Background: an optimization exercise with open tools, aiming at small area. Do not read the settings as production practice. Only simulation tests tie the RTL to the original design; equivalence was not proved.

==> flow/design.v, too long to show whole: its modules and the start of the top module <==
// module direction_to_cube_cross_texel: 2847 lines
module direction_to_cube_cross_texel (
  input  logic               clk,
  input  logic               rst,
  input  logic               start,
  output logic               busy,
  input  logic signed [15:0] dir_x,
  input  logic signed [15:0] dir_y,
  input  logic signed [15:0] dir_z,
  input  logic               cfg_we,
  input  logic [10:0]        cfg_wdata,
  output logic               done,
  output logic               hit,
  output logic [2:0]         face,
  output logic [11:0]        texel_col,
  output logic [11:0]        texel_row,
  output logic [23:0]        texel_addr
);
  // ...
==> flow/run.sh <==
#!/bin/bash
# synth_recipe.tcl (not shown) runs the flow's synth.tcl, then flattens the netlist and writes it again
# the make line also repeats each setting of config.mk as NAME=value (left out here)
make -C /OpenROAD-flow-scripts/flow DESIGN_CONFIG=/design/flow/config.mk WORK_HOME=/design/flow/orfs CLKGATE_MAP_FILE= SYNTH_SCRIPT=/design/flow/synth_recipe.tcl finish
==> flow/config.mk <==
export PLATFORM = sky130hd
export DESIGN_NAME = direction_to_cube_cross_texel
export DESIGN_NICKNAME = direction_to_cube_cross_texel
export VERILOG_FILES = /design/flow/design.v
export SDC_FILE = /design/flow/constraint.sdc
export NUM_CORES = 4
export LEC_CHECK = 0
export ABC_AREA = 1
export CAP_MARGIN = 20
export CORE_MARGIN = 2
export CORE_UTILIZATION = 40
export SLEW_MARGIN = 20
==> flow/constraint.sdc <==
create_clock -name core_clock -period 9.0 [get_ports {clk}]
set_input_delay 1.8000 -clock core_clock [delete_from_list [all_inputs] [get_ports {clk}]]
set_output_delay 1.8000 -clock core_clock [all_outputs]
set_load 0.01 [all_outputs]
==> reports/qor.yml, run 1 <==
floorplanning:
  initial_core_util: 0.403
  rows: 123
  ios: 117
  dieArea_sq_um: 116000
  die_width_um: 340
placed_design:
  dp.cells: 8295
  port_buffers: 115
drt:
  via_count: 43109
  routedWlPerCell_um: 16.2
  drc: 0
grt:
  use_met1: 0.296
  grtUsageMet3: 0.0260
  gr-total-overflow: 0
  grt_util_met2: 0.385
synthesis:
  synth_simple_gate_area_share: 0.347
  synth_area_leaders: "dfxtp_1, nand2_1, inv_1"
  yosys.area.top_type_share: 0.162
  yosys.area.top_type: "dfxtp_1"
  yosysMostFrequentCell: "nand2_1"
  synthCells: 6878
  syn_nets: 7306
  synth_edf_count: 0
  synth_xor_area_frac: 0.113
setup_path:
  crit_fanout: 10
  crit_top_cell: "nor2_1"
  cp_num_cells: 29
  crit_family: "adder cells"
  crit_type: "reg -> out"
  required_ns: 7.20
min_path:
  worstHoldEndpoint: "face_s2[2]$_DFF_P_"
cts:
  worstSkewPairLatency_ns: 0.63
  clock_path_buffers: 3
  cts_sinks: 366
  ctsResizeCount: 2
final_layout:
  antennaDiodeCount: 0
  fill_cells: 11722
  multi_input_area_sq_um: 32200
  layout.nonclk_buf_frac: 0.0465
sta:
  min_period_ns: 8.46
  max_freq_mhz: 118
outcome:
  status: "no timing/DRC/antenna violations"
==> run 2, diff against run 1 <==
--- a/flow/config.mk
+++ b/flow/config.mk
@@ -11,2 +11,5 @@
 export CORE_UTILIZATION = 40
+export CTS_BUF_LIST = sky130_fd_sc_hd__clkbuf_16
+export CTS_CLUSTER_DIAMETER = 120
+export CTS_CLUSTER_SIZE = 24
 export SLEW_MARGIN = 20
==> run 2 against run 1 <==
Effect of this change: synthesized cell count stayed put; worst setup slack better by 0.00066 ns; hold slack better by 0.00058 ns; flip-flop and latch count stayed put; die area stayed put; first-iteration DRC count is 2.3% lower; via count is 0.81% lower.
==> reports/qor.yml, run 2 <==
min_path:
  hold_depth: 0
  min_path_type: "reg -> reg"
  hp-start: "face_s4[1]$_DFF_P_"
setup_path:
  crit_top_cell: "nor2_1"
  worstSetupEndpointType: "primary output"
  start_kind: "flip-flop"
  crit_type: "reg -> out"
  arrival_ns: 6.66
  crit_path_start: "vr_s6[8]$_DFF_P_"
  r2r_cells: 74
  crit_fanout: 10  # unchanged
  required_ns: 7.20  # about the same
  r2r-start: "m_s1[1]$_DFF_P_"
  cpMaxStageDelayCell: "nor2_1"
  cp_slowest_stage_delay_ns: 0.64
floorplanning:
  dieArea_sq_um: 116000  # unchanged
  rows: 123  # unchanged
  die_width_um: 340  # unchanged
  coreArea_sq_um: 112000
  initial_core_util: 0.403  # unchanged
  ios: 117  # unchanged
  die_h_um: 340
synthesis:
  synthCells: 6878  # unchanged
  yosys.area.top_type_share: 0.162  # unchanged
  yosys.area.top_type: "dfxtp_1"
  synthArstFlopShare: 0
  synth_xor_area_frac: 0.113  # unchanged
  synth_edf_count: 0  # unchanged
  synth_common_cells: "nand2_1, inv_1, nand3_1"
  ys_types: 63
  synthMuxAreaShare: 0
  synth_warnings: 1
  ys.flop_type: "dfxtp_1"
  synth_top_family_by_area: "simple AND/OR/NAND/NOR gates"
  synth_area_leaders: "dfxtp_1, nand2_1, inv_1"
  synth-adder-area-share: 0.134
  synth_compound_area_frac: 0.103
  syn_nets: 7306  # unchanged
  yosysMostFrequentCell: "nand2_1"
  syn_area_per_cell_sq_um: 6.58
  synth_area_sq_um: 45300
  yosys_register_bits: 366
  ys_seq_area_frac: 0.162
  synth_simple_gate_area_share: 0.347  # unchanged
drt:
  routedWlPerCell_um: 16.1  # -0.93%
  drc: 0  # unchanged
  drt-pass1-iter-count: 7
  drt.antenna.violating_nets: 0
  vias_per_cell: 5.12
  dr.first_iter.drc_count: 3082
  wirelength_um: 134000
  via_count: 42760  # -0.81%
sta:
  whs_ns: 0.324
  min_period_over_period: 0.940
  maxSlewViolCount: 0
  hold_violations: 0
  min_period_ns: 8.46  # -0.000658 ns
  slew_headroom: 0.420
  setup_slack_ns: 0.542
  max_freq_mhz: 118  # about the same
  tightest_slew_ns: 0.870
  fin_worst_skew_ns: 0.0336
  setup_viol: 0
cts:
  holdBufCountCts: 0
  cts_sinks: 366  # unchanged
  cts.clk_slew.worst_paths_ns: 0.09
  cts_tree: "done"
  cts-root-buf: "clkbuf_16"
  worstSkewPairLatency_ns: 0.59  # -0.04 ns
  clock_path_buffers: 3  # unchanged
  cts_buffers: 21
  htree_levels: 1
run:
  cap_violations: 0
placed_design:
  port_buffers: 115  # unchanged
  hpwl_um: 104000
  place_congestion: 0.947
  pre_cts_slack_ns: -0.0802
final_layout:
  finish.net_count: 7270
  antennaDiodeCount: 0  # unchanged
  register_area_sq_um: 7350
  layout_commonest_cell: "nand2_1"
  multi_input_area_sq_um: 32100  # -0.21%
  syn2layout_area_growth_pct: 7.58
  final_cell_mix: "nand2_1, inv_1, nand3_1, xor2_1, dfxtp_1"
  fill_cells: 11796  # +0.63%
  drive_gt1_frac: 0.113
grt:
  grt_max_degree: 32
  gr-total-overflow: 0  # unchanged
  grt_pass1_vias: 40225
  grt_first_pass_wirelength_um: 213000
  track_usage: 0.223
  antenna_found_initial: 0
outcome:
  status: "no timing/DRC/antenna violations"
-- run 2: cell types whose count changed in the layout (fill, tap and decap cells not counted), sizes merged --
cell | before | now
buf | 145 | 147
bufinv | 4 | 0
clkbuf | 55 | 22
clkinv | 27 | 23
clkinvlp | 2 | 0
inv | 1155 | 1151
nand2 | 2091 | 2086
-- run 2: cell type report --
type                       count  area share
multi-input combinational   5026       0.660
sequential                   366       0.151
inverter                    1164      0.0904
timing repair buffer         263      0.0478
tap                         1500      0.0385
clock buffer                  21      0.0108
clock inverter                10     0.00185
-- run 2: per-stage QoR --
stage | instances | util | cell area, sq um | TNS, ns
floorplan | 6878 | - | 45300 | 0
CTS | 8326 | 0.426 | 47900 | 0
finish | 8350 | 0.433 | 48700 | 0
global route | 8350 | 0.433 | 48700 | -0.579
global placement | 8295 | 0.421 | 47300 | 0
detailed placement | 8295 | 0.421 | 47300 | -0.602
-- run 2: worst paths after layout --
kind | to | slack, ns
setup / recovery | texel_addr[23] | 0.54
hold / removal | face_s5[1]$_DFF_P_ | 0.32
setup reg to reg | rc_s2[5]$_DFF_P_ | 0.66
hold reg to reg | face_s5[1]$_DFF_P_ | 0.32
-- run 2: per-layer routing --
| layer | up-vias | GRT usage | part of all wire |
|---|---|---|---|
| met5 | - | 0 | 0 |
| met3 | 230 | 0.0207 | 0.056 |
| met4 | 0 | 0.0566 | 0.024 |
| met1 | 19747 | 0.297 | 0.45 |
| met2 | 1220 | 0.386 | 0.47 |
| li1 | 21563 | - | - |
-- run 2: cells by family (layout without fill, tap and decap cells) --
| logic type | after synthesis | count (layout) |
|---|---|---|
| simple gates | 3365 | 3374 |
| buf+inv | 1496 | 1458 |
| compound gates | 699 | 700 |
| xor+xnor | 580 | 580 |
| fa+ha+maj | 371 | 371 |
| flops | 366 | 366 |
| other cells | 1 | 1 |
-- run 2: critical path, delay by kind of cell (launching register included) --
kind                       cells  cell delay [ns]
adders and majority gates      4             1.75
buffers and inverters          7             0.96
AOI/OAI and AO/OA              7             1.30
DFF                            1             0.51
xor gates and xnor gates       1             0.15
and+or+nand+nor               10             1.38
-- run 2: timing repair --
| item | in CTS | in global routing |
|---|---|---|
| buffers inserted | 0 | 12 |
| gates resized for setup | 2 | 123 |
| gates cloned | 0 | 12 |
| setup endpoints to repair | 17 | 101 |
| pin swaps | 0 | 16 |
==> run 3, diff against run 2 <==
==> flow/flow/run.sh (new file) <==
#!/bin/bash
# The standard layout, with two area settings: the port buffers use the smallest buffer cell, and
# after global routing cells on paths with positive slack are downsized (ORFS's power recovery).
set -euo pipefail
export BUFFER_PORTS_ARGS="-buffer_cell sky130_fd_sc_hd__buf_1"
export RECOVER_POWER=100
bash standard.sh finish > standard.log 2>&1
==> flow/standard.sh (new file) <==
#!/bin/bash
# synth_recipe.tcl (not shown) runs the flow's synth.tcl, then flattens the netlist and writes it again
# the make line also repeats each setting of config.mk as NAME=value (left out here)
make -C /OpenROAD-flow-scripts/flow DESIGN_CONFIG=/design/flow/config.mk WORK_HOME=/design/flow/orfs CLKGATE_MAP_FILE= SYNTH_SCRIPT=/design/flow/synth_recipe.tcl "${@:-finish}"
--- a/flow/config.mk
+++ b/flow/config.mk
@@ -11,5 +11,2 @@
 export CORE_UTILIZATION = 40
-export CTS_BUF_LIST = sky130_fd_sc_hd__clkbuf_16
-export CTS_CLUSTER_DIAMETER = 120
-export CTS_CLUSTER_SIZE = 24
 export SLEW_MARGIN = 20
removed: flow/run.sh
==> run 3 against run 2 <==
Effect of this change: now fails the layout checks on max-capacitance violations, max-slew violations; clock skew decreased by 0.0089 ns; wire length up 1.0%; fmax decreased by 0.72%; non-clock buffer count decreased by 12; cell count is 0.40% higher; core utilization down 0.24 points; critical path type is now in -> reg; highest routed layer is now met5.
==> reports/qor.yml, run 3 <==
outcome:
  status: "complete, but fails checks"
  check.faults: "max-capacitance violations, max-slew violations"
sta:
  setup_slack_ns: 0.481  # -0.0615 ns
  tightest_slew_ns: 1.93  # +1.06 ns
  whs_ns: 0.323  # -0.000592 ns
  slew_headroom: -0.284  # -0.704
  setup_viol: 0  # unchanged
  min_period_over_period: 0.947  # +0.00684
  hold_violations: 0  # unchanged
  maxSlewViolCount: 25  # +25
  setup_tns_ns: 0  # unchanged
  min_period_ns: 8.52  # +0.0615 ns
  fin_worst_skew_ns: 0.0247  # -0.00891 ns
  max_freq_mhz: 117  # -0.72%
floorplanning:
  die_h_um: 340  # unchanged
  ios: 117  # unchanged
  initial_core_util: 0.403  # unchanged
  die_width_um: 340  # unchanged
  rows: 123  # unchanged
  coreArea_sq_um: 112000  # unchanged
  dieArea_sq_um: 116000  # unchanged
cts:
  htree_levels: 2  # +1
  worstSkewPairLatency_ns: 0.60  # about the same
  cts-root-buf: "clkbuf_16"
  cts_sinks: 366  # unchanged
  cts_tree: "done"
  cts.clk_slew.worst_paths_ns: 0.06  # -0.03 ns
  clock_path_buffers: 3  # unchanged
  holdBufCountCts: 0  # unchanged
  cts_buffers: 44  # +110%
drt:
  via_count: 43103  # +0.80%
  drc: 0  # unchanged
  vias_per_cell: 5.14  # +0.41%
  dr.first_iter.drc_count: 3277  # +6.3%
  drt-pass1-iter-count: 6  # -1
  drt.antenna.violating_nets: 0  # unchanged
  routedWlPerCell_um: 16.2  # +0.61%
  wirelength_um: 135000  # +1.0%
grt:
  antenna_found_initial: 1  # +1
  grt_util_met2: 0.389  # +0.00351
  gr-total-overflow: 0  # unchanged
  use_met1: 0.296  # -0.000587
  grt_pass1_vias: 40768  # +1.3%
  grtUsageMet3: 0.0300  # +0.00927
  grt_most_used_layer: "met2"
  grt_max_degree: 32  # unchanged
  track_usage: 0.228  # +0.00476
  grt_first_pass_wirelength_um: 217000  # +1.7%
synthesis:
  yosys.area.top_type_share: 0.162  # unchanged
  synth_common_cells: "nand2_1, inv_1, nand3_1"
  ys.flop_type: "dfxtp_1"
  yosysMostFrequentCell: "nand2_1"
  syn_nets: 7306  # unchanged
  ys_seq_area_frac: 0.162  # unchanged
  synth_area_sq_um: 45300  # unchanged
  synthArstFlopShare: 0  # unchanged
  yosys_register_bits: 366  # unchanged
  synth_edf_count: 0  # unchanged
  synth_warnings: 1  # unchanged
  yosys.area.top_type: "dfxtp_1"
  ys_types: 63  # unchanged
  syn_area_per_cell_sq_um: 6.58  # unchanged
  synthCells: 6878  # unchanged
  synth_area_leaders: "dfxtp_1, nand2_1, inv_1"
final_layout:
  final_area_sq_um: 48400  # -0.55%
  final_cell_mix: "nand2_1, inv_1, nand3_1, xor2_1, dfxtp_1"
  antennaDiodeCount: 0  # unchanged
  drive_gt1_frac: 0.110  # -0.00287
  syn2layout_area_growth_pct: 6.98
  layout_commonest_cell: "nand2_1"
  fill_cells: 11949  # +1.3%
  finish.net_count: 7277  # +0.096%
  stdcell_count: 8383  # +0.40%
placed_design:
  pre_cts_slack_ns: -0.120  # -0.0394 ns
  hpwl_um: 105000  # +0.76%
  port_buffers: 115  # unchanged
  dp.cells: 8289  # -0.072%
  place_congestion: 0.926  # -2.2%
  placed_cell_area_sq_um: 46500  # -1.6%
setup_path:
  crit_type: "in -> reg"
  cpMaxStageDelayCell: "clkbuf_1"
  worstSetupEndpointType: "flip-flop"
  arrival_ns: 9.00  # +2.34 ns
  required_ns: 9.48  # +2.28 ns
  crit_fanout: 17  # +7
  crit_top_cell: "ha_1"
  start_kind: "input port"
  cp_slowest_stage_delay_ns: 1.00  # +0.36 ns
run:
  cap_violations: 1  # +1
min_path:
  min_path_type: "reg -> reg"
[run 3: logic make-up (layout without fill, tap and decap cells)]
logic type	after synthesis	in the layout	share of synthesized area
adders and majority gates	371	371	0.134
other	1	1	0.0000828
xor gates and xnor gates	580	580	0.113
AOI/OAI and AO/OA	699	699	0.103
buffers and inverters	1496	1495	0.142
and+or+nand+nor	3365	3371	0.347
DFF	366	366	0.162
[run 3: through the flow]
step                      utilization
after detailed placement        0.414
after CTS                       0.428
after global placement          0.414
final                           0.431
after floorplan                     -
after global routing            0.431
[run 3: worst paths after layout]
check	slack [ns]	startpoint	end	cells past startpoint
worst max-delay path	0.48	dir_y[15]	rc_s1[4]$_SDFF_PP0_	36
worst min-delay path	0.32	face_s4[2]$_DFF_P_	face_s5[2]$_DFF_P_	0
worst max register to register	0.85	ngr_s1$_DFF_P_	rr_s2[7]$_DFF_P_	75
worst min register to register	0.32	face_s4[2]$_DFF_P_	face_s5[2]$_DFF_P_	0
[run 3: layout make-up]
cell class / instances / area, sq um / share of cell area
well taps: 1500 / 1880 / 0.0388
inverters: 1164 / 4400 / 0.0908
repair buffers: 251 / 1420 / 0.0292
flip-flops and latches: 366 / 7340 / 0.151
clock buffers: 48 / 1160 / 0.0239
clock inverters: 32 / 403 / 0.00832
multi-input cells: 5022 / 31800 / 0.658
[run 3: routing by layer]
layer / vias to the layer above / part of all wire
li1: 21630 / -
met2: 1308 / 0.46
met5: - / 0.00066
met1: 19871 / 0.44
met3: 290 / 0.062
met4: 4 / 0.033
[run 3: worst max-delay path: cells and delay by family]
| kind | cells | cell delay (ns) |
|---|---|---|
| AOI/OAI and AO/OA | 5 | 0.99 |
| xor gates and xnor gates | 1 | 0.25 |
| adders and majority gates | 13 | 2.63 |
| buffers and inverters | 8 | 2.01 |
| and+or+nand+nor | 9 | 1.25 |
[run 3: what timing repair did]
action	4_1_cts	5_1_grt
gates cloned	0	7
setup buffers	0	7
pin swaps	0	13
endpoints found under the setup margin	15	99
resized for setup	1	82
==> run 4, diff against run 3 <==
==> flow/flow/run.sh (replaced) <==
#!/bin/bash
# The standard layout, except that the input and output port buffers use the smallest buffer cell
# (sky130_fd_sc_hd__buf_1) instead of the one buffer_ports picks by default.
set -euo pipefail
export BUFFER_PORTS_ARGS="-buffer_cell sky130_fd_sc_hd__buf_1"
bash standard.sh finish > standard.log 2>&1
--- a/flow/config.mk
+++ b/flow/config.mk
@@ -8,5 +8,8 @@
 export ABC_AREA = 1
-export CAP_MARGIN = 20
+export CAP_MARGIN = 0
 export CORE_MARGIN = 2
 export CORE_UTILIZATION = 40
-export SLEW_MARGIN = 20
+export CTS_BUF_LIST = sky130_fd_sc_hd__clkbuf_16
+export CTS_CLUSTER_DIAMETER = 120
+export CTS_CLUSTER_SIZE = 24
+export SLEW_MARGIN = 0
==> run 4 against run 3 <==
Effect of this change: the run now finishes clean; critical path depth fell by 4; die area did not move; hold slack improved by 0.0026 ns; final area fell by 1.4%.
==> reports/qor.yml, run 4 <==
final_layout:
  antennaDiodeCount: 0  # unchanged
  utilization: 0.425  # -0.00604
  syn2layout_area_growth_pct: 5.49
  final_cell_mix: "nand2_1, inv_1, nand3_1, xor2_1, dfxtp_1"
  finish.net_count: 7260  # -0.23%
  fill_cells: 11985  # +0.30%
  multi_input_area_sq_um: 31900  # +0.23%
  layout_commonest_cell: "nand2_1"
  drive_gt1_frac: 0.109  # -0.000930
  register_area_sq_um: 7340  # about the same
synthesis:
  synthCells: 6878  # unchanged
  synth_common_cells: "nand2_1, inv_1, nand3_1"
  yosys_register_bits: 366  # unchanged
  synth_area_sq_um: 45300  # unchanged
  synth_area_leaders: "dfxtp_1, nand2_1, inv_1"
  synth_warnings: 1  # unchanged
  ys_types: 63  # unchanged
  yosys.area.top_type: "dfxtp_1"
  syn_nets: 7306  # unchanged
  syn_area_per_cell_sq_um: 6.58  # unchanged
  ys_seq_area_frac: 0.162  # unchanged
  yosys.area.top_type_share: 0.162  # unchanged
  synth_edf_count: 0  # unchanged
  ys.flop_type: "dfxtp_1"
  yosysMostFrequentCell: "nand2_1"
  synthArstFlopShare: 0  # unchanged
setup_path:
  crit_fanout: 10  # -7
  cpMaxStageDelayCell: "dfxtp_1"
  required_ns: 7.20  # -2.28 ns
  cp_slowest_stage_delay_ns: 0.52  # -0.48 ns
  crit_type: "reg -> out"
  r2r_cells: 82  # +9.3%
  arrival_ns: 6.40  # -2.60 ns
  crit_top_cell: "nor2_1"
  start_kind: "flip-flop"
  worstSetupEndpointType: "primary output"
grt:
  gr-total-overflow: 0  # unchanged
  grt_max_degree: 32  # unchanged
  grt_first_pass_wirelength_um: 216000  # -0.43%
  antenna_found_initial: 0  # -1
  grt_pass1_vias: 40566  # -0.50%
  track_usage: 0.226  # -0.00179
floorplanning:
  initial_core_util: 0.403  # unchanged
  die_h_um: 340  # unchanged
  rows: 123  # unchanged
  ios: 117  # unchanged
  coreArea_sq_um: 112000  # unchanged
  dieArea_sq_um: 116000  # unchanged
  die_width_um: 340  # unchanged
sta:
  setup_tns_ns: 0  # unchanged
  max_freq_mhz: 122  # +3.9%
  tightest_slew_ns: 0.897  # -1.03 ns
  min_period_ns: 8.20  # -0.322 ns
  maxSlewViolCount: 0  # -100%
  slew_headroom: 0.400  # +0.684
  min_period_over_period: 0.911  # -0.0358
  hold_violations: 0  # unchanged
  setup_viol: 0  # unchanged
  fin_worst_skew_ns: 0.0243  # -0.000316 ns
run:
  cap_violations: 0  # -1
drt:
  vias_per_cell: 5.17  # +0.54%
  dr_wl_met2_um: 63600  # +1.0%
  route.met3.wl_um: 7670  # -9.0%
  drt.antenna.violating_nets: 0  # unchanged
  drt-pass1-iter-count: 6  # unchanged
  via_count: 43117  # +0.032%
  routedWlPerCell_um: 16.2  # +0.54%
  drt-met1-wl_um: 59900  # +0.79%
  drc: 0  # unchanged
  dr.first_iter.drc_count: 3392  # +3.5%
  routed.top_layer: "met5"
  wirelength_um: 136000  # about the same
cts:
  holdBufCountCts: 0  # unchanged
  cts-root-buf: "clkbuf_16"
  clock_path_buffers: 3  # unchanged
  htree_levels: 1  # -1
  cts.clk_slew.worst_paths_ns: 0.10  # +0.04 ns
  cts_sinks: 366  # unchanged
  cts_tree: "done"
  cts_buffers: 23  # -48%
  worstSkewPairLatency_ns: 0.58  # -0.02 ns
min_path:
  hold_depth: 0  # unchanged
  min_path_type: "reg -> reg"
outcome:
  status: "no timing/DRC/antenna violations"
placed_design:
  port_buffers: 115  # unchanged
  hpwl_um: 105000  # unchanged
  place_congestion: 0.926  # unchanged
## run 4: path summary, 6_finish.rpt
check | start | end | slack, ns
min | qr7_s4$_DFF_P_ | qr7_s5$_DFF_P_ | 0.33
min reg2reg | qr7_s4$_DFF_P_ | qr7_s5$_DFF_P_ | 0.33
max | vr_s6[3]$_DFF_P_ | texel_addr[23] | 0.80
max reg2reg | m_s3[1]$_DFF_P_ | rr_s4[4]$_DFF_P_ | 0.83
## run 4: final cells by class
class,instances,share of cell area
clock buffer,23,0.0121
timing repair buffer,252,0.0315
clock inverter,11,0.00293
sequential,366,0.154
multi-input combinational,5025,0.668
inverter,1164,0.0921
tap,1500,0.0393
## run 4: layer usage
layer / global-route usage / up-vias
li1: - / 21558
met1: 0.297 / 19924
met2: 0.390 / 1371
met3: 0.0243 / 262
met4: 0.0633 / 2
met5: 0.00449 / -
## run 4: per-stage QoR
step	setup slack, ns	hold WS [ns]	instance area, sq um	instances
floorplan	1.34	0.310	45300	6878
global placement	0.0889	0.310	46500	8289
detailed placement	-0.120	0.312	46500	8289
CTS	0.0679	0.325	47200	8323
global route	-0.0120	0.328	47800	8341
finish	0.802	0.326	47800	8341
## run 4: kinds of logic after synthesis
group,synth area share
AOI/OAI and AO/OA,0.103
buffers and inverters,0.142
and+or+nand+nor,0.347
other,0.0000828
xor gates and xnor gates,0.113
DFF,0.162
adders and majority gates,0.134
## run 4: what timing repair did
action | 4_1_cts | 5_1_grt
setup buffers | 0 | 8
pin swaps | 0 | 13
endpoints found under the setup margin | 15 | 100
gates cloned | 0 | 10
gates resized for setup | 1 | 85
## run 4: worst max-delay path, delay by kind of cell (launching register included)
kind	cells	cell delay, ns
adders and majority gates	4	1.72
DFF	1	0.52
AOI/OAI and AO/OA	9	1.66
and+or+nand+nor	11	1.17
xor gates and xnor gates	1	0.14
buffers and inverters	7	0.62
==> run 5, diff against run 4 <==
--- a/flow/config.mk
+++ b/flow/config.mk
@@ -8,3 +8,3 @@
 export ABC_AREA = 1
-export CAP_MARGIN = 0
+export CAP_MARGIN = 20
 export CORE_MARGIN = 2
@@ -14,2 +14,3 @@
 export CTS_CLUSTER_SIZE = 24
-export SLEW_MARGIN = 0
+export GPL_TIMING_DRIVEN = 0
+export SLEW_MARGIN = 20
==> run 5 against run 4 <==
Effect of this change: global-route usage grew 2.0 points; synthesized cell count did not move; register-to-register slack got worse by 0.14 ns; critical endpoint is now rc_s1[12]$_SDFF_PP0_; still clean.
==> reports/qor.yml, run 5 <==
placed_design:
  pre_cts_slack_ns: -1.42  # -1.30 ns
  place_congestion: 0.970  # +4.7%
  port_buffers: 114  # -0.87%
  hpwl_um: 119000  # +13%
  dp.cells: 8492  # +2.4%
final_layout:
  multi_input_area_sq_um: 31800  # -0.33%
  final_cell_mix: "nand2_1, inv_1, nand3_1, xor2_1, nor2_1"
  drive_gt1_frac: 0.116  # +0.00665
  layout_commonest_cell: "nand2_1"
  finish.net_count: 7449  # +2.6%
  register_area_sq_um: 7370  # +0.44%
  stdcell_count: 8536  # +2.3%
  fill_cells: 11866  # -0.99%
  syn2layout_area_growth_pct: 8.17
sta:
  setup_slack_ns: 0.380  # -0.422 ns
  max_freq_mhz: 116  # -4.9%
  whs_ns: 0.324  # -0.00166 ns
  maxSlewViolCount: 0  # unchanged
  min_period_over_period: 0.958  # +0.0469
  slew_headroom: 0.190  # -0.210
  hold_violations: 0  # unchanged
  tightest_slew_ns: 1.21  # +0.318 ns
  setup_viol: 0  # unchanged
  fin_worst_skew_ns: 0.0235  # -0.000852 ns
  min_period_ns: 8.62  # +0.422 ns
setup_path:
  worstSetupEndpointType: "flip-flop"
  required_ns: 9.49  # +2.29 ns
  cpMaxStageDelayCell: "nor2_1"
  start_kind: "input port"
  crit_top_cell: "ha_1"
  crit_fanout: 10  # unchanged
  rrSetupSlack_ns: 0.69  # -0.14 ns
  crit_type: "in -> reg"
  arrival_ns: 9.11  # +2.71 ns
  cp_slowest_stage_delay_ns: 0.54  # +0.02 ns
cts:
  clock_path_buffers: 3  # unchanged
  cts_sinks: 366  # unchanged
  htree_levels: 1  # unchanged
  cts_tree: "done"
  holdBufCountCts: 0  # unchanged
  cts-root-buf: "clkbuf_16"
  worstSkewPairLatency_ns: 0.60  # +0.02 ns
  cts.clk_slew.worst_paths_ns: 0.09  # about the same
  cts_buffers: 24  # +4.3%
drt:
  vias_per_cell: 5.10  # -1.4%
  dr.first_iter.drc_count: 3341  # -1.5%
  wirelength_um: 146000  # +7.8%
  drt-pass1-iter-count: 6  # unchanged
  routedWlPerCell_um: 17.1  # +5.3%
  drt.antenna.violating_nets: 0  # unchanged
  drc: 0  # unchanged
  via_count: 43497  # +0.88%
synthesis:
  synth_area_sq_um: 45300  # unchanged
  yosys.area.top_type_share: 0.162  # unchanged
  synth_warnings: 1  # unchanged
  ys.flop_type: "dfxtp_1"
  ys_types: 63  # unchanged
  syn_area_per_cell_sq_um: 6.58  # unchanged
  synth_edf_count: 0  # unchanged
  synth_area_leaders: "dfxtp_1, nand2_1, inv_1"
  synth_common_cells: "nand2_1, inv_1, nand3_1"
  yosys.area.top_type: "dfxtp_1"
  synthCells: 6878  # unchanged
  synthArstFlopShare: 0  # unchanged
  yosysMostFrequentCell: "nand2_1"
  ys_seq_area_frac: 0.162  # unchanged
  yosys_register_bits: 366  # unchanged
  syn_nets: 7306  # unchanged
grt:
  grt_pass1_vias: 40610  # +0.11%
  gr-total-overflow: 0  # unchanged
  grt_max_degree: 25  # -22%
  grt_first_pass_wirelength_um: 228000  # +5.3%
  antenna_found_initial: 0  # unchanged
  track_usage: 0.245  # +0.0196
run:
  cap_violations: 0  # unchanged
floorplanning:
  die_h_um: 340  # unchanged
  initial_core_util: 0.403  # unchanged
  coreArea_sq_um: 112000  # unchanged
  die_width_um: 340  # unchanged
  dieArea_sq_um: 116000  # unchanged
  rows: 123  # unchanged
  ios: 117  # unchanged
outcome:
  status: "no timing/DRC/antenna violations"
min_path:
  min_path_type: "reg -> reg"
[run 5: cell counts after synthesis]
No cell type changed its count.
[run 5: layout make-up]
type / count / share of cell area
plain buffers: 324 / 0.0430
clock inverters: 15 / 0.00493
repair buffers: 125 / 0.0108
flip-flops and latches: 366 / 0.151
multi-input cells: 5016 / 0.650
diodes: 1 / 0.0000511
clock buffers: 25 / 0.0128
inverters: 1164 / 0.0899
well taps: 1500 / 0.0383
[run 5: final timing paths]
path                      start  depth (start not counted)                    to
max                   dir_z[15]                         37  rc_s1[12]$_SDFF_PP0_
min          face_s4[0]$_DFF_P_                          0    face_s5[0]$_DFF_P_
max reg2reg      eqc_s2$_DFF_P_                         85      rc_s3[5]$_DFF_P_
min reg2reg  face_s4[0]$_DFF_P_                          0    face_s5[0]$_DFF_P_
[run 5: timing repair]
item / 4_1_cts / 5_1_grt
setup buffers: 0 / 10
endpoints found under the setup margin: 34 / 134
pin swaps: 0 / 9
gates resized for setup: 9 / 174
gates cloned: 0 / 1
[run 5: cell families (layout without fill, tap and decap cells)]
kind of cell | Yosys count | in the layout | share of synthesized area
compound gates | 699 | 699 | 0.103
buf+inv | 1496 | 1653 | 0.142
xor+xnor | 580 | 580 | 0.113
other cells | 1 | 2 | 0.0000828
flops | 366 | 366 | 0.162
fa+ha+maj | 371 | 371 | 0.134
simple gates | 3365 | 3365 | 0.347
[run 5: stage by stage]
| stage | TNS (ns) | util | instance area (sq um) |
|---|---|---|---|
| after detailed placement | -36.62 | 0.423 | 47600 |
| final | 0 | 0.436 | 49000 |
| after floorplan | 0 | - | 45300 |
| after CTS | 0 | 0.431 | 48500 |
| after global routing | -0.124 | 0.436 | 49000 |
| after global placement | -34.88 | 0.423 | 47600 |
[run 5: metal layers]
| metal | routed length, um | up-vias | GRT usage |
|---|---|---|---|
| met4 | 4390 | 0 | 0.0715 |
| met2 | 66800 | 1190 | 0.410 |
| met1 | 66800 | 20117 | 0.334 |
| met3 | 8090 | 240 | 0.0251 |
| li1 | - | 21950 | - |
| met5 | 0 | - | 0 |
[run 5: critical path: cells and delay by family]
family	cells	cell delay, ns
AO/OA/AOI/OAI	3	0.93
XOR/XNOR	1	0.18
adder cells (fa/ha/maj)	13	2.57
buffers and inverters	9	1.63
AND/OR/NAND/NOR	11	1.95
==> run 6, diff against run 5 <==
--- a/flow/config.mk
+++ b/flow/config.mk
@@ -14,3 +14,2 @@
 export CTS_CLUSTER_SIZE = 24
-export GPL_TIMING_DRIVEN = 0
 export SLEW_MARGIN = 20
==> run 6 against run 5 <==
Effect of this change: still clean; critical path depth decreased by 5; hold slack improved by 0.0017 ns; synthesized area unchanged; global-route usage decreased by 2.0 points; wire length decreased by 7.2%; cell count decreased by 2.3%; first-iteration DRC count increased by 1.5%; register-to-register slack improved by 0.14 ns; core utilization decreased by 1.1 points; fmax increased by 5.2%; critical endpoint is now texel_addr[23]; highest routed layer is now met5.
==> reports/qor.yml, run 6 <==
outcome:
  status: "no timing/DRC/antenna violations"
floorplanning:
  die_h_um: 340  # unchanged
  coreArea_sq_um: 112000  # unchanged
  initial_core_util: 0.403  # unchanged
  rows: 123  # unchanged
  dieArea_sq_um: 116000  # unchanged
  ios: 117  # unchanged
  die_width_um: 340  # unchanged
cts:
  cts.clk_slew.worst_paths_ns: 0.10  # about the same
  cts_sinks: 366  # unchanged
  cts_tree: "done"
  holdBufCountCts: 0  # unchanged
  htree_levels: 1  # unchanged
  worstSkewPairLatency_ns: 0.58  # -0.02 ns
  cts_buffers: 23  # -4.2%
  clock_path_buffers: 3  # unchanged
  cts-root-buf: "clkbuf_16"
sta:
  hold_violations: 0  # unchanged
  setup_slack_ns: 0.802  # +0.422 ns
  tightest_slew_ns: 0.897  # -0.318 ns
  min_period_over_period: 0.911  # -0.0469
  fin_worst_skew_ns: 0.0243  # +0.000852 ns
  max_freq_mhz: 122  # +5.2%
  setup_viol: 0  # unchanged
  min_period_ns: 8.20  # -0.422 ns
  slew_headroom: 0.400  # +0.210
  whs_ns: 0.326  # +0.00166 ns
  maxSlewViolCount: 0  # unchanged
placed_design:
  hpwl_um: 105000  # -12%
  pre_cts_slack_ns: -0.120  # +1.30 ns
  place_congestion: 0.926  # -4.5%
  port_buffers: 115  # +0.88%
final_layout:
  drive_gt1_frac: 0.109  # -0.00665
  multi_input_area_sq_um: 31900  # +0.33%
  utilization: 0.425  # -0.0108
  final_cell_mix: "nand2_1, inv_1, nand3_1, xor2_1, dfxtp_1"
  antennaDiodeCount: 0  # -1
  layout_commonest_cell: "nand2_1"
  register_area_sq_um: 7340  # -0.44%
  syn2layout_area_growth_pct: 5.49
  fill_cells: 11985  # +1.0%
  finish.net_count: 7260  # -2.5%
setup_path:
  required_ns: 7.20  # -2.29 ns
  r2r_cells: 82  # -3.5%
  r2r_end: "rr_s4[4]$_DFF_P_"
  rrSetupSlack_ns: 0.83  # +0.14 ns
  cp_slowest_stage_delay_ns: 0.52  # -0.02 ns
  crit_type: "reg -> out"
  r2r-start: "m_s3[1]$_DFF_P_"
  crit_fanout: 10  # unchanged
  path_buf_inv: 7  # -2
  crit_top_cell: "nor2_1"
  cp_num_cells: 32  # -14%
  crit_path_start: "vr_s6[3]$_DFF_P_"
  arrival_ns: 6.40  # -2.71 ns
  cp-endpoint: "texel_addr[23]"
  worstSetupEndpointType: "primary output"
  cpMaxStageDelayCell: "dfxtp_1"
  crit_family: "adder cells"
  start_kind: "flip-flop"
synthesis:
  syn_area_per_cell_sq_um: 6.58  # unchanged
  yosysMostFrequentCell: "nand2_1"
  synth_area_sq_um: 45300  # unchanged
  yosys.area.top_type: "dfxtp_1"
  synth_area_leaders: "dfxtp_1, nand2_1, inv_1"
  synth_warnings: 1  # unchanged
  synth_edf_count: 0  # unchanged
  ys.flop_type: "dfxtp_1"
  yosys.area.top_type_share: 0.162  # unchanged
  syn_nets: 7306  # unchanged
  ys_seq_area_frac: 0.162  # unchanged
  synthCells: 6878  # unchanged
  synthArstFlopShare: 0  # unchanged
  yosys_register_bits: 366  # unchanged
  synth_common_cells: "nand2_1, inv_1, nand3_1"
  ys_types: 63  # unchanged
drt:
  drt-pass1-iter-count: 6  # unchanged
  wirelength_um: 136000  # -7.2%
  drc: 0  # unchanged
  via_count: 43117  # -0.87%
  routedWlPerCell_um: 16.2  # -5.0%
  vias_per_cell: 5.17  # +1.4%
  drt.antenna.violating_nets: 0  # unchanged
  dr.first_iter.drc_count: 3392  # +1.5%
grt:
  grt_pass1_vias: 40566  # -0.11%
  grt_first_pass_wirelength_um: 216000  # -5.1%
  track_usage: 0.226  # -0.0196
  grt_max_degree: 32  # +28%
  gr-total-overflow: 0  # unchanged
  antenna_found_initial: 0  # unchanged
run:
  cap_violations: 0  # unchanged
min_path:
  min_path_type: "reg -> reg"
[run 6: cell counts after synthesis]
Identical to the previous run, type by type.
[run 6: stage by stage]
stage,area [sq um],std cells,setup TNS [ns]
after floorplan,45300,6878,0
after global placement,46500,8289,0
after detailed placement,46500,8289,-1.10
after CTS,47200,8323,0
after global routing,47800,8341,-0.0120
final,47800,8341,0
[run 6: layout make-up]
cell class / count / area share
clock buffers: 23 / 0.0121
well taps: 1500 / 0.0393
flip-flops and latches: 366 / 0.154
clock inverters: 11 / 0.00293
multi-input cells: 5025 / 0.668
inverters: 1164 / 0.0921
repair buffers: 252 / 0.0315
[run 6: cell families (layout without fill, tap and decap cells)]
group,Yosys count,after routing,synth area share
and+or+nand+nor,3365,3374,0.347
buffers and inverters,1496,1450,0.142
AOI/OAI and AO/OA,699,699,0.103
xor gates and xnor gates,580,580,0.113
adders and majority gates,371,371,0.134
DFF,366,366,0.162
other,1,1,0.0000828
[run 6: timing repair]
item / 4_1_cts / 5_1_grt
resized for setup: 1 / 85
setup endpoints to repair: 15 / 100
cloned: 0 / 10
pin swaps: 0 / 13
buffers inserted: 0 / 8
[run 6: how the worst min path moves through the flow]
| stage | depth (start not counted) | from | end | slack [ns] |
|---|---|---|---|---|
| after global placement | 0 | qr3_s2$_DFF_P_ | qr3_s3$_DFF_P_ | 0.31 |
| after detailed placement | 0 | face_s1[2]$_DFF_P_ | face_s2[2]$_DFF_P_ | 0.31 |
| after CTS | 0 | qr7_s4$_DFF_P_ | qr7_s5$_DFF_P_ | 0.33 |
| final | 0 | qr7_s4$_DFF_P_ | qr7_s5$_DFF_P_ | 0.33 |
| after global routing | 0 | qr10_s4$_DFF_P_ | qr10_s5$_DFF_P_ | 0.33 |
| after floorplan | 0 | face_s1[0]$_DFF_P_ | face_s2[0]$_DFF_P_ | 0.31 |
[run 6: layer usage]
layer,track usage,vias to the layer above,wire (um)
li1,-,21558,-
met2,0.390,1371,63600
met4,0.0633,2,4220
met5,0.00449,-,75
met3,0.0243,262,7670
met1,0.297,19924,59900
==> run 7, diff against run 6 <==
--- a/flow/config.mk
+++ b/flow/config.mk
@@ -14,2 +14,3 @@
 export CTS_CLUSTER_SIZE = 24
+export PLACE_DENSITY = 0.7
 export SLEW_MARGIN = 20
==> run 7 against run 6 <==
Effect of this change: final area decreased by 0.33%; critical path depth increased by 1; clock-buffer cell count unchanged; register-to-register slack got worse by 0.03 ns; wire length decreased by 1.3%; die area unchanged; cell count about the same; global-route usage decreased by 0.52 points; sequential share of layout area increased by 0.064 points; critical endpoint unchanged; largest cell class unchanged; highest routed layer is now met4.
==> reports/qor.yml, run 7 <==
outcome:
  status: "no timing/DRC/antenna violations"
synthesis:
  yosys.area.top_type: "dfxtp_1"
  syn_area_per_cell_sq_um: 6.58  # unchanged
  syn_nets: 7306  # unchanged
  synth_common_cells: "nand2_1, inv_1, nand3_1"
  synth_area_leaders: "dfxtp_1, nand2_1, inv_1"
  synth_edf_count: 0  # unchanged
  synthArstFlopShare: 0  # unchanged
  synth_area_sq_um: 45300  # unchanged
  ys_seq_area_frac: 0.162  # unchanged
  yosysMostFrequentCell: "nand2_1"
  yosys.area.top_type_share: 0.162  # unchanged
  ys.flop_type: "dfxtp_1"
  synthCells: 6878  # unchanged
  ys_types: 63  # unchanged
  synth_warnings: 1  # unchanged
  yosys_register_bits: 366  # unchanged
grt:
  grt_first_pass_wirelength_um: 212000  # -1.9%
  grt_pass1_vias: 40947  # +0.94%
  grt_max_degree: 32  # unchanged
  antenna_found_initial: 0  # unchanged
  track_usage: 0.221  # -0.00520
  gr-total-overflow: 0  # unchanged
setup_path:
  r2r_end: "rc_s2[4]$_DFF_P_"
  cpMaxStageDelayCell: "fa_1"
  crit_type: "reg -> out"
  rrSetupSlack_ns: 0.80  # -0.03 ns
  required_ns: 7.20  # about the same
  path_buf_inv: 8  # +1
  start_kind: "flip-flop"
  arrival_ns: 6.43  # +0.03 ns
  crit_path_start: "vr_s6[1]$_DFF_P_"
  cp_num_cells: 33  # +3.1%
  crit_fanout: 11  # +1
  worstSetupEndpointType: "primary output"
  cp_slowest_stage_delay_ns: 0.62  # +0.10 ns
  crit_family: "adder cells"
  r2r-start: "m_s1[1]$_DFF_P_"
  r2r_cells: 82  # unchanged
final_layout:
  finish.net_count: 7255  # -0.069%
  layout_commonest_cell: "nand2_1"
  final_area_sq_um: 47600  # -0.33%
  utilization: 0.424  # -0.00141
  final_cell_mix: "nand2_1, inv_1, nand3_1, xor2_1, dfxtp_1"
  drive_gt1_frac: 0.108  # -0.00181
  fill_cells: 11684  # -2.5%
  syn2layout_area_growth_pct: 5.14
drt:
  via_count: 43814  # +1.6%
  drt.antenna.violating_nets: 0  # unchanged
  drc: 0  # unchanged
  dr.first_iter.drc_count: 3749  # +11%
  drt-pass1-iter-count: 6  # unchanged
  vias_per_cell: 5.26  # +1.7%
  routedWlPerCell_um: 16.0  # -1.3%
  wirelength_um: 134000  # -1.3%
floorplanning:
  rows: 123  # unchanged
  die_width_um: 340  # unchanged
  ios: 117  # unchanged
  dieArea_sq_um: 116000  # unchanged
  die_h_um: 340  # unchanged
  coreArea_sq_um: 112000  # unchanged
  initial_core_util: 0.403  # unchanged
placed_design:
  place_congestion: 0.962  # +4.0%
  hpwl_um: 103000  # -2.0%
  port_buffers: 115  # unchanged
  placed_cell_area_sq_um: 46500  # about the same
cts:
  holdBufCountCts: 0  # unchanged
  cts_buffers: 22  # -4.3%
  cts_sinks: 366  # unchanged
  worstSkewPairLatency_ns: 0.59  # about the same
  clock_path_buffers: 3  # unchanged
  cts.clk_slew.worst_paths_ns: 0.09  # about the same
  htree_levels: 1  # unchanged
  cts_tree: "done"
  cts-root-buf: "clkbuf_16"
sta:
  fin_worst_skew_ns: 0.0331  # +0.00879 ns
  min_period_over_period: 0.915  # +0.00372
  min_period_ns: 8.23  # +0.0335 ns
  hold_violations: 0  # unchanged
  rsz0062_at_grt: "no"
  setup_viol: 0  # unchanged
  maxSlewViolCount: 0  # unchanged
  setup_tns_ns: 0  # unchanged
  max_freq_mhz: 121  # -0.41%
  tightest_slew_ns: 0.969  # +0.0714 ns
  slew_headroom: 0.354  # -0.0461
min_path:
  min_path_type: "reg -> reg"
  hold_depth: 0  # unchanged
  hp-start: "qr12_s4$_DFF_P_"
  worstHoldEndpoint: "qr12_s5$_DFF_P_"
run:
  cap_violations: 0  # unchanged
==> run 7: cell counts after synthesis <==
Identical to the previous run, type by type.
==> run 7: kinds of logic after synthesis <==
family | count (synthesis) | synth area share
compound gates | 699 | 0.103
fa+ha+maj | 371 | 0.134
flops | 366 | 0.162
buf+inv | 1496 | 0.142
simple gates | 3365 | 0.347
other cells | 1 | 0.0000828
xor+xnor | 580 | 0.113
==> run 7: cell type report <==
type	count	area, sq um	share of cell area
multi-input cells	5026	31800	0.669
flip-flops and latches	366	7350	0.154
inverters	1164	4400	0.0925
well taps	1500	1880	0.0394
repair buffers	247	1440	0.0302
clock buffers	23	576	0.0121
clock inverters	9	116	0.00244
diodes	1	2.50	0.0000526
==> run 7: layer usage <==
metal	share of wire	wire, um	track usage
met3	0.072	9560	0.0280
met5	0	0	0
met4	0.039	5210	0.0819
met1	0.42	56200	0.284
met2	0.47	62700	0.376
==> run 7: worst max path at each step <==
stage                      endpoint  slack [ns]
2_1_floorplan  rr_s1[12]$_SDFF_PP0_        1.34
3_3_place_gp       rc_s2[4]$_DFF_P_        0.36
3_5_place_dp       rc_s2[4]$_DFF_P_        0.23
4_1_cts            rc_s2[4]$_DFF_P_        0.19
5_1_grt           rc_s4[13]$_DFF_P_       0.001
6_report             texel_addr[23]        0.77
==> run 7: timing repair <==
action | 4_1_cts | 5_1_grt
gates resized for setup | 0 | 69
endpoints found under the setup margin | 0 | 98
setup buffers | 0 | 6
==> run 7: stage by stage <==
| step | setup slack [ns] | instances | hold WS [ns] |
|---|---|---|---|
| finish | 0.769 | 8336 | 0.316 |
| global route | 0.00127 | 8335 | 0.322 |
| floorplan | 1.34 | 6878 | 0.310 |
| detailed placement | 0.228 | 8287 | 0.312 |
| global placement | 0.362 | 8287 | 0.310 |
| CTS | 0.193 | 8319 | 0.314 |
==> run 7: worst reg2reg max path: cells and delay by family, from the launching register on <==
family	cells	cell delay (ns)
buffers and inverters	3	0.42
and+or+nand+nor	78	6.97
DFF	1	0.40
xor gates and xnor gates	1	0.27
==> run 8, diff against run 7 <==
--- a/flow/config.mk
+++ b/flow/config.mk
@@ -14,3 +14,3 @@
 export CTS_CLUSTER_SIZE = 24
-export PLACE_DENSITY = 0.7
+export PLACE_DENSITY = 0.8
 export SLEW_MARGIN = 20
==> run 8 against run 7 <==
Effect of this change: still clean on timing, DRC and antenna; register-to-register slack lost 0.10 ns; flip-flop and latch count is the same; clock skew up 0.0055 ns; final area shrank 0.14%; non-clock buffer count shrank 14; synthesized cell count did not move; via count rose by 1.5%; die area did not move.
==> reports/qor.yml, run 8 <==
cts:
  worstSkewPairLatency_ns: 0.60  # about the same
  cts_tree: "done"
  cts_buffers: 21  # -4.5%
  cts_sinks: 366  # unchanged
  cts.clk_slew.worst_paths_ns: 0.11  # +0.02 ns
  clock_path_buffers: 3  # unchanged
  cts-root-buf: "clkbuf_16"
  htree_levels: 1  # unchanged
outcome:
  status: "no timing/DRC/antenna violations"
drt:
  drt.antenna.violating_nets: 0  # unchanged
  wirelength_um: 132000  # -1.2%
  drt-met1-wl_um: 53300  # -5.1%
  routed.top_layer: "met4"
  via_count: 44460  # +1.5%
  dr.first_iter.drc_count: 4190  # +12%
  vias_per_cell: 5.35  # +1.7%
  dr_wl_met2_um: 61200  # -2.5%
  route.met3.wl_um: 11200  # +17%
  drc: 0  # unchanged
  routedWlPerCell_um: 15.9  # -0.94%
  drt-pass1-iter-count: 7  # +1
placed_design:
  hpwl_um: 101000  # -2.0%
  pre_cts_slack_ns: 0.0797  # -0.148 ns
  port_buffers: 115  # unchanged
  placed_cell_area_sq_um: 46300  # -0.38%
  dp.cells: 8265  # -0.27%
  place_congestion: 0.970  # +0.75%
run:
  cap_violations: 0  # unchanged
setup_path:
  crit_fanout: 8  # -3
  required_ns: 9.43  # +2.23 ns
  cp_slowest_stage_delay_ns: 0.41  # -0.21 ns
  cpMaxStageDelayCell: "dfxtp_4"
  crit_top_cell: "nand3_2"
  start_kind: "flip-flop"
  crit_type: "reg -> reg"
  worstSetupEndpointType: "flip-flop"
  arrival_ns: 8.73  # +2.30 ns
  crit_path_start: "m_s1[1]$_DFF_P_"
  r2r-start: "m_s1[1]$_DFF_P_"
sta:
  max_freq_mhz: 120  # -0.84%
  setup_viol: 0  # unchanged
  maxSlewViolCount: 0  # unchanged
  tightest_slew_ns: 1.19  # +0.221 ns
  min_period_over_period: 0.922  # +0.00774
  min_period_ns: 8.30  # +0.0697 ns
  slew_headroom: 0.206  # -0.148
  setup_slack_ns: 0.699  # -0.0697 ns
  fin_worst_skew_ns: 0.0387  # +0.00553 ns
  hold_violations: 0  # unchanged
floorplanning:
  ios: 117  # unchanged
  die_h_um: 340  # unchanged
  rows: 123  # unchanged
  dieArea_sq_um: 116000  # unchanged
  coreArea_sq_um: 112000  # unchanged
  initial_core_util: 0.403  # unchanged
  die_width_um: 340  # unchanged
final_layout:
  stdcell_count: 8318  # -0.22%
  layout_commonest_cell: "nand2_1"
  utilization: 0.423  # -0.000590
  final_cell_mix: "nand2_1, inv_1, nand3_1, xor2_1, dfxtp_1"
  final_area_sq_um: 47500  # -0.14%
  syn2layout_area_growth_pct: 4.99
  drive_gt1_frac: 0.106  # -0.00162
  finish.net_count: 7237  # -0.25%
synthesis:
  synth_common_cells: "nand2_1, inv_1, nand3_1"
  synthArstFlopShare: 0  # unchanged
  ys_seq_area_frac: 0.162  # unchanged
  yosysMostFrequentCell: "nand2_1"
  ys.flop_type: "dfxtp_1"
  synth_area_leaders: "dfxtp_1, nand2_1, inv_1"
  yosys.area.top_type: "dfxtp_1"
  synth_area_sq_um: 45300  # unchanged
  synth_warnings: 1  # unchanged
  synth_edf_count: 0  # unchanged
  syn_area_per_cell_sq_um: 6.58  # unchanged
  synthCells: 6878  # unchanged
  syn_nets: 7306  # unchanged
  yosys.area.top_type_share: 0.162  # unchanged
  yosys_register_bits: 366  # unchanged
  ys_types: 63  # unchanged
grt:
  antenna_found_initial: 4  # +4
  gr-total-overflow: 0  # unchanged
  track_usage: 0.216  # -0.00427
  grt_first_pass_wirelength_um: 210000  # -0.78%
  grt_max_degree: 32  # unchanged
  grt_pass1_vias: 42078  # +2.8%
min_path:
  min_path_type: "reg -> reg"
  hp-start: "qc10_s4$_DFF_P_"
==> run 8: critical path: cells and delay by family, from the launching register on <==
| family | cells | cell delay, ns |
|---|---|---|
| flops | 1 | 0.41 |
| xor+xnor | 1 | 0.24 |
| simple gates | 75 | 6.81 |
| buf+inv | 5 | 0.63 |
==> run 8: logic make-up (layout without fill, tap and decap cells) <==
family	count (synthesis)	in the layout	synth area share
DFF	366	366	0.162
buffers and inverters	1496	1428	0.142
other	1	2	0.0000828
xor gates and xnor gates	580	580	0.113
AOI/OAI and AO/OA	699	700	0.103
adders and majority gates	371	371	0.134
and+or+nand+nor	3365	3371	0.347
==> run 8: what timing repair did <==
action / 4_1_cts / 5_1_grt
gates resized for setup: 0 / 95
buffers inserted: 0 / 12
setup endpoints to repair: 0 / 99
hold buffers: 0 / 0
==> run 8: layout make-up <==
cell class	count	area (sq um)
Multi-Input combinational cell	5023	31900
Fill cell	11443	64800
Clock buffer	21	526
Inverter	1164	4400
Tap cell	1500	1880
Sequential cell	366	7350
Clock inverter	10	93.8
Timing Repair Buffer	233	1390
Antenna cell	1	2.50
==> run 8: final timing paths <==
| kind | endpoint | slack, ns | cells past startpoint |
|---|---|---|---|
| worst max-delay path | rc_s2[4]$_DFF_P_ | 0.70 | 81 |
| worst min register to register | qc10_s5$_DFF_P_ | 0.33 | 0 |
| worst min-delay path | qc10_s5$_DFF_P_ | 0.33 | 0 |
| worst max register to register | rc_s2[4]$_DFF_P_ | 0.70 | 81 |
==> run 8: stage by stage <==
step | setup TNS, ns | hold WS (ns)
after floorplan | 0 | 0.310
after global placement | 0 | 0.310
after detailed placement | 0 | 0.312
after CTS | 0 | 0.331
after global routing | -0.164 | 0.332
final | 0 | 0.332
==> run 8: layer usage <==
layer	GRT usage	vias up
met2	0.370	2009
met3	0.0330	425
li1	-	21529
met1	0.267	20497
met4	0.0983	0
met5	0	-
==> run 9, diff against run 8 <==
==> flow/flow/run.sh (replaced) <==
#!/bin/bash
# The standard layout, except that the input and output port buffers use the smallest buffer cell
# (sky130_fd_sc_hd__buf_1), and after global routing ORFS's power recovery downsizes cells on
# up to 40% of the paths with positive slack.
set -euo pipefail
export BUFFER_PORTS_ARGS="-buffer_cell sky130_fd_sc_hd__buf_1"
export RECOVER_POWER=40
bash standard.sh finish > standard.log 2>&1
--- a/flow/config.mk
+++ b/flow/config.mk
@@ -14,3 +14,2 @@
 export CTS_CLUSTER_SIZE = 24
-export PLACE_DENSITY = 0.8
 export SLEW_MARGIN = 20
==> run 9 against run 8 <==
Effect of this change: wire length is 2.5% higher; fmax is 1.0% higher; cell count is 0.28% higher; critical endpoint is now texel_addr[23]; now fails the layout checks on max-capacitance violations, max-slew violations; flip-flop and latch count stayed put; clock skew is 0.011 ns lower; synthesized area stayed put.
==> reports/qor.yml, run 9 <==
grt:
  gr-total-overflow: 0  # unchanged
  grt_max_degree: 32  # unchanged
  grt_pass1_vias: 40566  # -3.6%
  track_usage: 0.226  # +0.00947
  grt_first_pass_wirelength_um: 216000  # +2.7%
  antenna_found_initial: 0  # -4
setup_path:
  cpMaxStageDelayCell: "dfxtp_1"
  arrival_ns: 6.42  # -2.31 ns
  rrSetupSlack_ns: 0.81  # +0.11 ns
  r2r-start: "ngr_s1$_DFF_P_"
  crit_top_cell: "nor2_1"
  required_ns: 7.20  # -2.23 ns
  start_kind: "flip-flop"
  r2r_cells: 75  # -7.4%
  crit_fanout: 10  # +2
  worstSetupEndpointType: "primary output"
  r2r_end: "rr_s2[7]$_DFF_P_"
  cp_slowest_stage_delay_ns: 0.52  # +0.11 ns
  crit_type: "reg -> out"
placed_design:
  place_congestion: 0.926  # -4.5%
  hpwl_um: 105000  # +4.1%
  port_buffers: 115  # unchanged
  placed_cell_area_sq_um: 46500  # +0.42%
floorplanning:
  dieArea_sq_um: 116000  # unchanged
  coreArea_sq_um: 112000  # unchanged
  die_width_um: 340  # unchanged
  rows: 123  # unchanged
  initial_core_util: 0.403  # unchanged
  die_h_um: 340  # unchanged
  ios: 117  # unchanged
synthesis:
  synth_area_leaders: "dfxtp_1, nand2_1, inv_1"
  syn_nets: 7306  # unchanged
  synth_warnings: 1  # unchanged
  yosys.area.top_type: "dfxtp_1"
  yosys_register_bits: 366  # unchanged
  synthCells: 6878  # unchanged
  synth_area_sq_um: 45300  # unchanged
  synth_common_cells: "nand2_1, inv_1, nand3_1"
  ys_seq_area_frac: 0.162  # unchanged
  synth_edf_count: 0  # unchanged
  ys_types: 63  # unchanged
  yosys.area.top_type_share: 0.162  # unchanged
  synthArstFlopShare: 0  # unchanged
  ys.flop_type: "dfxtp_1"
  syn_area_per_cell_sq_um: 6.58  # unchanged
  yosysMostFrequentCell: "nand2_1"
run:
  cap_violations: 1  # +1
final_layout:
  syn2layout_area_growth_pct: 5.33
  antennaDiodeCount: 0  # -1
  final_cell_mix: "nand2_1, inv_1, nand3_1, xor2_1, dfxtp_1"
  fill_cells: 12003  # +4.9%
  drive_gt1_frac: 0.107  # +0.000651
  final_area_sq_um: 47700  # +0.33%
  finish.net_count: 7260  # +0.32%
  layout_commonest_cell: "nand2_1"
sta:
  min_period_ns: 8.22  # -0.0835 ns
  maxSlewViolCount: 25  # +25
  fin_worst_skew_ns: 0.0274  # -0.0113 ns
  tightest_slew_ns: 1.84  # +0.653 ns
  max_freq_mhz: 122  # +1.0%
  setup_viol: 0  # unchanged
  slew_headroom: -0.228  # -0.434
  setup_tns_ns: 0  # unchanged
  min_period_over_period: 0.913  # -0.00928
  hold_violations: 0  # unchanged
cts:
  cts.clk_slew.worst_paths_ns: 0.10  # about the same
  worstSkewPairLatency_ns: 0.58  # -0.02 ns
  cts_tree: "done"
  cts-root-buf: "clkbuf_16"
  clock_path_buffers: 3  # unchanged
  htree_levels: 1  # unchanged
  cts_sinks: 366  # unchanged
  holdBufCountCts: 0  # unchanged
  cts_buffers: 23  # +9.5%
outcome:
  check.faults: "max-capacitance violations, max-slew violations"
  status: "complete, but fails checks"
drt:
  dr.first_iter.drc_count: 3444  # -18%
  via_count: 42991  # -3.3%
  wirelength_um: 135000  # +2.5%
  drc: 0  # unchanged
  vias_per_cell: 5.15  # -3.6%
  drt.antenna.violating_nets: 0  # unchanged
  drt-pass1-iter-count: 6  # -1
  routedWlPerCell_um: 16.2  # +2.2%
min_path:
  worstHoldEndpoint: "qr7_s5$_DFF_P_"
  hold_depth: 0  # unchanged
  min_path_type: "reg -> reg"
  hp-start: "qr7_s4$_DFF_P_"
-- run 9: final cells by class --
class | count | area (sq um) | area share
Multi-Input combinational cell | 5025 | 31900 | 0.669
Sequential cell | 366 | 7340 | 0.154
Timing Repair Buffer | 252 | 1440 | 0.0301
Inverter | 1164 | 4400 | 0.0922
Clock inverter | 11 | 140 | 0.00294
Clock buffer | 23 | 576 | 0.0121
Tap cell | 1500 | 1880 | 0.0394
-- run 9: per-layer routing --
layer / track usage / wire length (um) / vias to the layer above
met5: 0.00449 / 75 / -
met4: 0.0633 / 4230 / 2
met3: 0.0243 / 7760 / 262
met2: 0.390 / 63500 / 1301
met1: 0.297 / 59900 / 19867
li1: - / - / 21559
-- run 9: critical path: cells and delay by family (launching register included) --
kind,cells,cell delay [ns]
compound gates,9,1.67
xor+xnor,1,0.14
fa+ha+maj,4,1.72
buf+inv,7,0.62
flops,1,0.52
simple gates,11,1.18
-- run 9: metrics by stage --
| step | hold slack, ns | utilization | instances | setup WS, ns |
|---|---|---|---|---|
| after floorplan | 0.310 | - | 6878 | 1.34 |
| after global placement | 0.310 | 0.414 | 8289 | 0.0889 |
| after CTS | 0.325 | 0.420 | 8323 | 0.0679 |
| final | 0.326 | 0.424 | 8341 | 0.783 |
| after detailed placement | 0.312 | 0.414 | 8289 | -0.120 |
| after global routing | 0.328 | 0.424 | 8341 | -0.0154 |
-- run 9: logic make-up after synthesis --
group	Yosys count	share of synthesized area
XOR/XNOR	580	0.113
AND/OR/NAND/NOR	3365	0.347
adder cells (fa/ha/maj)	371	0.134
AO/OA/AOI/OAI	699	0.103
other	1	0.0000828
buffers and inverters	1496	0.142
flip-flops	366	0.162
-- run 9: what timing repair did --
action / in CTS / in global routing
pin swaps: 0 / 13
setup buffers: 0 / 8
gates cloned: 0 / 10
endpoints found under the setup margin: 15 / 100
gates resized for setup: 1 / 85
endpoints found under the hold margin: 0 / 0
-- run 9: worst max path at each step --
stage	start	end	slack, ns	cells after the start
after floorplan	dir_x[15]	rr_s1[12]$_SDFF_PP0_	1.34	39
after global placement	m_s1[1]$_DFF_P_	rr_s2[14]$_DFF_P_	0.09	80
after detailed placement	m_s1[1]$_DFF_P_	rr_s2[7]$_DFF_P_	-0.12	80
after CTS	m_s1[1]$_DFF_P_	rr_s2[7]$_DFF_P_	0.07	80
after global routing	m_s1[1]$_DFF_P_	rc_s2[4]$_DFF_P_	-0.02	86
final	vr_s6[3]$_DFF_P_	texel_addr[23]	0.78	32

-- port drivers added, routing unchanged --
No port has a modelled driver above. Below, the same layouts with a new extraction and two added sets of constraints. Step 1 (the two cells are an assumption about what drives the block):
set clk [get_ports {clk}]
set_driving_cell -lib_cell sky130_fd_sc_hd__clkbuf_16 $clk
set_driving_cell -lib_cell sky130_fd_sc_hd__buf_2 [delete_from_list [all_inputs] $clk]
Step 2 times the ports against the registers' clock, not the clock port: input delays grow and output delays shrink by t, the midpoint of the rising clock arrivals with the driver on. a / b / c = ideal / step 1 / step 2; a / b = the first two.
run | t (ns) | setup WS [ns] | worst setup path at the end
run 1 | 0.679 | 0.541 / 0.467 / 0.442 | input to register
run 2 | 0.655 | 0.542 / 0.467 / 0.446 | input to register
run 3 | 0.652 | 0.481 / 0.522 / -0.130 | input to register
run 4 | 0.636 | 0.802 / 0.736 / 0.601 | input to register
run 5 | 0.658 | 0.380 / 0.415 / -0.243 | input to register
run 6 | 0.636 | 0.802 / 0.736 / 0.601 | input to register
run 7 | 0.647 | 0.769 / 0.693 / 0.650 | input to register
run 8 | 0.651 | 0.699 / 0.683 / 0.586 | input to register
run 9 | 0.635 | 0.783 / 0.717 / 0.593 | input to register
For run 5, which loses most, drivers alone change the setup slack by +0.035 ns; drivers and shift together by -0.623 ns.
